Source: an optimization exercise on an open RTL-to-GDS flow (aim: small area and a short achievable clock period). Production flows keep margins and buffers that such runs may drop.
The RTL was checked by simulation tests, not by an equivalence proof against the original design.
Power figures rest on the tool's default switching activity, not on a simulated workload.

==> flow/design.v (excerpt) <==
module cpu_top (
	input  logic                i_clk,
	input  logic                i_rst_n,
	input  cpu_pkg::instr_t     i_instr,
	output cpu_pkg::pc_t        o_pc,
	output logic                o_dmem_we,
	output cpu_pkg::dmem_addr_t o_dmem_addr,
	output cpu_pkg::word_t      o_dmem_wdata,
	output cpu_pkg::status_t    o_status
);
	logic is_r, is_addi, is_sw, is_lw, is_j, is_jal, is_jr, is_bne, is_blt, is_setx;
	logic b_is_rt, b_is_rd, reg_we, ovf_chk;
	cpu_pkg::reg_idx_t rd;
	cpu_pkg::reg_idx_t rs;
	cpu_pkg::reg_idx_t rt;
	cpu_pkg::word_t    imm;
	cpu_pkg::word_t rdata_a;
	cpu_pkg::word_t rdata_a2;
	cpu_pkg::word_t rdata_b2;
	cpu_pkg::word_t rdata_b3;
	cpu_pkg::word_t rdata_b;
	cpu_pkg::word_t alu_result;
	cpu_pkg::word_t mem_rdata;
	cpu_pkg::word_t wb_data;
	cpu_pkg::pc_t   pc_plus_one;
	cpu_pkg::dmem_addr_t mem_addr;
	cpu_pkg::dmem_addr_t load_addr;
	cpu_pkg::status_t status_q;
	logic alu_ovf, alu_ne, alu_lt;
	assign rd  = i_instr[26:22];
	assign rs  = i_instr[21:17];
	assign rt  = i_instr[16:12];
	assign imm = {{(32-17){i_instr[17-1]}}, i_instr[17-1:0]};
  ...
Size in the first run: roughly 7600 cells after synthesis, ~110 I/O pins, ~0.13 mm² of cells after synthesis.
clock: 16.0 ns
lec_check: 0
cap_margin: 20
core_margin: 2
core_utilization: 63
gpl_routability_driven: 0
place_density: 0.72
setup_slack_margin: 5
slew_margin: 20
synth_hierarchical: 1
synth_memory_max_bits: 16384
synth_minimum_keep_size: 0
standard.sh (not shown) runs the stock make flow with config.mk's settings and CLKGATE_MAP_FILE= SYNTH_SCRIPT=/design/flow/synth_recipe.tcl, a recipe that flattens the netlist after the stock synthesis.
==> flow/flow/run.sh <==
#!/bin/bash
# The standard layout with these changes: synthesis sees a strong driver
# and a light load on each module port, so it leaves cells at their smallest
# size; resizing may change a cell's footprint; port buffers are buf_4; timing
# repair aims at a larger setup margin; the clock tree uses clkbuf_8 without
# dummy loads.
set -euo pipefail
bash standard.sh \
  ABC_LOAD_IN_FF=1 \
  ABC_DRIVER_CELL=sky130_fd_sc_hd__buf_4 \
  MATCH_CELL_FOOTPRINT=0 \
  SETUP_SLACK_MARGIN=7 \
  TNS_END_PERCENT=20 \
  BUFFER_PORTS_ARGS="-buffer_cell sky130_fd_sc_hd__buf_4" \
  CTS_ARGS="-sink_clustering_enable -repair_clock_nets -dont_use_dummy_load -buf_list sky130_fd_sc_hd__clkbuf_8 -sink_clustering_size 16 -sink_clustering_max_diameter 70" \
  finish > make.log 2>&1
Edit:
--- a/flow/config.mk
+++ b/flow/config.mk
@@ -8,7 +8,6 @@
 export CAP_MARGIN = 20
 export CORE_MARGIN = 2
-export CORE_UTILIZATION = 63
-export GPL_ROUTABILITY_DRIVEN = 0
-export PLACE_DENSITY = 0.72
+export CORE_UTILIZATION = 60
+export PLACE_DENSITY = 0.7
 export SETUP_SLACK_MARGIN = 5
 export SLEW_MARGIN = 20
=>
- The changed run passed the timing, design-rule and antenna checks
- design area hardly moves
- wire length came out higher by 1.6%
- flip-flop and latch count does not change
- worst setup slack improves by 16 ps
- non-clock buffer count is unchanged
- clock-buffer cell count grows by 3
- fmax hardly moves
Edit:
--- a/flow/flow/run.sh
+++ b/flow/flow/run.sh
@@ -10,6 +10,6 @@
   ABC_DRIVER_CELL=sky130_fd_sc_hd__buf_4 \
   MATCH_CELL_FOOTPRINT=0 \
-  SETUP_SLACK_MARGIN=7 \
-  TNS_END_PERCENT=20 \
+  SETUP_SLACK_MARGIN=6.5 \
+  TNS_END_PERCENT=10 \
   BUFFER_PORTS_ARGS="-buffer_cell sky130_fd_sc_hd__buf_4" \
   CTS_ARGS="-sink_clustering_enable -repair_clock_nets -dont_use_dummy_load -buf_list sky130_fd_sc_hd__clkbuf_8 -sink_clustering_size 16 -sink_clustering_max_diameter 70" \
--- a/flow/config.mk
+++ b/flow/config.mk
@@ -9,4 +9,5 @@
 export CORE_MARGIN = 2
 export CORE_UTILIZATION = 60
+export GPL_ROUTABILITY_DRIVEN = 0
 export PLACE_DENSITY = 0.7
 export SETUP_SLACK_MARGIN = 5
Wire length fell by 3.5%.
Core utilization fell by 1.2 points.
Combinational power fell by about 4%.
Final area fell by 1.8%.
Synthesized cell count is unchanged.
Via count fell by 0.54%.
Clock-buffer cell count fell by 1.
Worst setup slack is worse by 610 ps.
Area after synthesis stays the same.
Hold slack is worse by 5.2 ps.
Critical path depth does not change.
Edit:
--- a/flow/flow/run.sh
+++ b/flow/flow/run.sh
@@ -10,7 +10,7 @@
   ABC_DRIVER_CELL=sky130_fd_sc_hd__buf_4 \
   MATCH_CELL_FOOTPRINT=0 \
-  SETUP_SLACK_MARGIN=6.5 \
-  TNS_END_PERCENT=10 \
+  SETUP_SLACK_MARGIN=7 \
+  TNS_END_PERCENT=20 \
   BUFFER_PORTS_ARGS="-buffer_cell sky130_fd_sc_hd__buf_4" \
-  CTS_ARGS="-sink_clustering_enable -repair_clock_nets -dont_use_dummy_load -buf_list sky130_fd_sc_hd__clkbuf_8 -sink_clustering_size 16 -sink_clustering_max_diameter 70" \
+  CTS_ARGS="-sink_clustering_enable -repair_clock_nets -dont_use_dummy_load -buf_list sky130_fd_sc_hd__clkbuf_8 -sink_clustering_size 17 -sink_clustering_max_diameter 72" \
   finish > make.log 2>&1
Clock-buffer cell count is lower by 12.
Clock skew goes up by 12 ps.
Power stays flat.
Fmax goes up by 6.1%.

port drivers added, routing unchanged:
The results above use ideal ports. As a check the final layouts listed here were re-extracted and re-timed, cells and wires unchanged. Step 1: set_driving_cell puts a clkbuf_16 on i_clk and a buf_2 on each other input, an assumption about the parent block. Step 2 times the ports against the registers' clock, not the clock port: input delays grow and output delays shrink by t, the midpoint of the rising clock arrivals with the driver on. a / b / c = ideal ports / drivers / drivers and shift; a / b = the first two.
run	t, ns	setup WS [ns]	pins driven straight from the clock port
the first run	1.075	6.691 / 6.603 / 6.302	1
the second run	1.129	6.707 / 6.620 / 5.933	1
the third run	1.128	6.092 / 6.067 / 5.952	1
the fourth run	1.111	6.658 / 6.545 / 6.282	1
After both steps every run listed still meets setup and hold. For the second run, which loses most, drivers alone change the setup slack by -0.087 ns; drivers and shift together by -0.774 ns.
